This design comes from an exercise in tuning for small area and a short achievable clock period on the open sky130 flow, not from production work. In this exercise RTL edits were held to simulation tests only and were not proved equivalent to the original.

Design awgn_gen, start of the top module:
module awgn_gen (
	input  wire logic clk,
	input  wire logic rst_n,
	input  wire logic run,
	input  wire logic [snr_pkg::snr_width-1:0] snr_db,
	input  wire logic snr_load,
	output logic signed [awgn_pkg::sample_width-1:0] awgn_out,
	output logic signed [awgn_pkg::quant_width-1:0] awgn_out_quant,
	output logic signed [snr_pkg::noise_width-1:0] noise_out,
	output logic sample_valid,
	output logic snr_err
);
	logic step;
	logic stepped;
	logic [snr_pkg::snr_width-1:0] snr_idx;
	logic [awgn_pkg::num_sources-1:0] fa, fac;
	awgn_ctrl awgn_ctrl_i (
		.clk          (clk),
		.rst_n        (rst_n),
		.run          (run),
		.snr_db       (snr_db),
		.snr_load     (snr_load),
		.step         (step),
		.stepped      (stepped),
		.snr_idx      (snr_idx),
		.sample_valid (sample_valid),
		.snr_err      (snr_err)
	);
	uniform_bank uniform_bank_i (
		.clk   (clk),
		.rst_n (rst_n),
		.step  (step),
		.fa    (fa),
		.fac   (fac)
	);
	clt_sum clt_sum_i (
		.clk      (clk),
		.rst_n    (rst_n),
		.fa       (fa),
		.fac      (fac),
		.stepped  (stepped),
		.sum_word (awgn_out)
	);
	noise_scale noise_scale_i (
  ...
Size in the first run: about 1000 cells after synthesis, ~57 I/O pins.
clock: 7.5 ns
lec_check: 0
cap_margin: 20
core_margin: 2
core_utilization: 60
cts_buf_list: sky130_fd_sc_hd__clkbuf_4 sky130_fd_sc_hd__clkbuf_8
cts_cluster_size: 30
setup_slack_margin: 4.8
slew_margin: 20
synth_memory_max_bits: 16384
standard.sh (not shown) runs the stock make flow with config.mk's settings and CLKGATE_MAP_FILE= SYNTH_SCRIPT=/design/flow/synth_recipe.tcl, a recipe that flattens the netlist after the stock synthesis.
==> flow/flow/run.sh <==
#!/bin/bash
# Standard synthesis, then the combinational logic is mapped again by ABC
# with a delay target. The registers and tie cells are kept as they are (same
# instances, names and cells); the run checks that and falls back to the
# standard netlist otherwise. Then the standard layout from floorplan on,
# with buf_1 port buffers. Each tool's output goes to a log here.
set -euo pipefail
here=$(pwd)
export BUFFER_PORTS_ARGS="-buffer_cell sky130_fd_sc_hd__buf_1"
YOSYS=${FLOW_HOME}/../tools/install/yosys/bin/yosys
PLAT=${FLOW_HOME}/platforms/${FLOW_PLATFORM}
LIB=${PLAT}/lib/sky130_fd_sc_hd__tt_025C_1v80.lib
RES=${here}/orfs/results/${FLOW_PLATFORM}/awgn_gen/base

bash standard.sh synth > standard_synth.log 2>&1

cp "${RES}/1_2_yosys.v" "${here}/synth_standard.v"
DONT_USE=$(sed -n '/DONT_USE_CELLS += /,/^$/p' "${PLAT}/config.mk" | tr -d '\\' | tr ' ' '\n' | grep '^sky130' | sed 's/^/-dont_use /' | tr '\n' ' ')
printf 'set_driving_cell sky130_fd_sc_hd__buf_1\nset_load 5\n' > "${here}/remap.constr"

# 1. flatten the combinational cells into logic, keep registers and tie cells
#    as instances, and map the logic again
cat > "${here}/remap.ys" <<EOY
read_liberty -ignore_miss_func ${LIB}
read_verilog ${here}/synth_standard.v
hierarchy -top ${FLOW_TOP}
setattr -mod -set keep_hierarchy 1 sky130_fd_sc_hd__*df* sky130_fd_sc_hd__conb_1
flatten
select ${FLOW_TOP}
rename -hide w:*.*
select -clear
opt -purge
abc -script ${here}/flow/remap.abc -liberty ${LIB} ${DONT_USE} -constr ${here}/remap.constr -D 1400
opt_clean -purge
select ${FLOW_TOP}
write_verilog -noattr -nohex -nodec -selected ${here}/synth_remap_raw.v
EOY
"${YOSYS}" -s "${here}/remap.ys" > remap_yosys.log 2>&1

# 2. connect output ports straight to their drivers again
python3 "${here}/flow/fix_aliases.py" "${here}/synth_remap_raw.v" "${here}/synth_remap_fixed.v" > fix_aliases.log 2>&1

# 3. tie cells and pass-through buffers as the standard synthesis makes them
cat > "${here}/remap2.ys" <<EOY
read_liberty -lib ${LIB}
read_verilog ${here}/synth_remap_fixed.v
hierarchy -check -top ${FLOW_TOP}
hilomap -singleton -hicell sky130_fd_sc_hd__conb_1 HI -locell sky130_fd_sc_hd__conb_1 LO
splitnets
opt_clean -purge
insbuf -buf sky130_fd_sc_hd__buf_4 A X
opt_clean -purge
write_verilog -noattr -nohex -nodec ${here}/synth_remapped.v
EOY
"${YOSYS}" -s "${here}/remap2.ys" > remap2_yosys.log 2>&1

# the registers must be the standard synthesis's, instance for instance
grep -E '^\s+sky130_fd_sc_hd__\S*df\S* ' "${here}/synth_standard.v" | sort > flops_standard.txt
grep -E '^\s+sky130_fd_sc_hd__\S*df\S* ' "${here}/synth_remapped.v" | sort > flops_remapped.txt
if [[ -s flops_standard.txt ]] && cmp -s flops_standard.txt flops_remapped.txt && ! grep -q '^\s*assign ' "${here}/synth_remapped.v"; then
	cp "${here}/synth_remapped.v" "${RES}/1_2_yosys.v"
	rm -f "${RES}/1_synth.odb" "${RES}/1_synth.sdc"
	echo "using the remapped netlist" >> remap_yosys.log
else
	echo "remap changed the registers or left assigns; using the standard netlist" >> remap_yosys.log
fi

bash standard.sh > standard_make.log 2>&1
Other scripts of this flow, unchanged in this note and not shown: flow/flow/fix_aliases.py, flow/flow/remap.abc
Then changed:
CORE_UTILIZATION = 50   (was 60)
SETUP_SLACK_MARGIN = 4.9   (was 4.8)
After rerunning: The changed run produced a clean layout. Cell area goes up by 1.1%. Via count goes down by 0.34%. Hold slack barely changes. Sequential cell count stays the same.
Then changed:
CORE_UTILIZATION = 60   (was 50)
Result:
- worst setup slack gets worse by 0.010 ns
- hold slack is about the same
- cell count goes down by 2.3%
- critical path depth stays the same

[static timing again, ports no longer ideal]
The results above use ideal ports. As a check the final layouts listed here were re-extracted and re-timed, cells and wires unchanged. Step 1 sets driving cells, clkbuf_16 on the clock port and buf_2 on the other inputs (assumed; they add their load-dependent delay and slew). Step 2 also shifts input and output timing later by t, the mid clock arrival at the registers, as if the neighbouring blocks saw the same clock. a / b / c = ideal ports / drivers / drivers and shift; a / b = the first two.
run | shift t [ns] | setup WS [ns] | worst hold slack (ns) | clock arrival spread, ns | pins driven straight from the clock port
the first run | 0.424 | 4.861 / 4.825 / 4.611 | 0.374 / 0.374 / 0.374 | 0.010 / 0.009 | 1
the second run | 0.409 | 4.951 / 4.916 / 4.691 | 0.373 / 0.373 / 0.373 | 0.013 / 0.012 | 1
the third run | 0.426 | 4.941 / 4.906 / 4.629 | 0.374 / 0.374 / 0.374 | 0.013 / 0.014 | 1
After both steps every run listed still meets setup and hold. The setup slack of the third run, which loses most, moves by -0.035 ns with the drivers and by -0.312 ns with both steps.
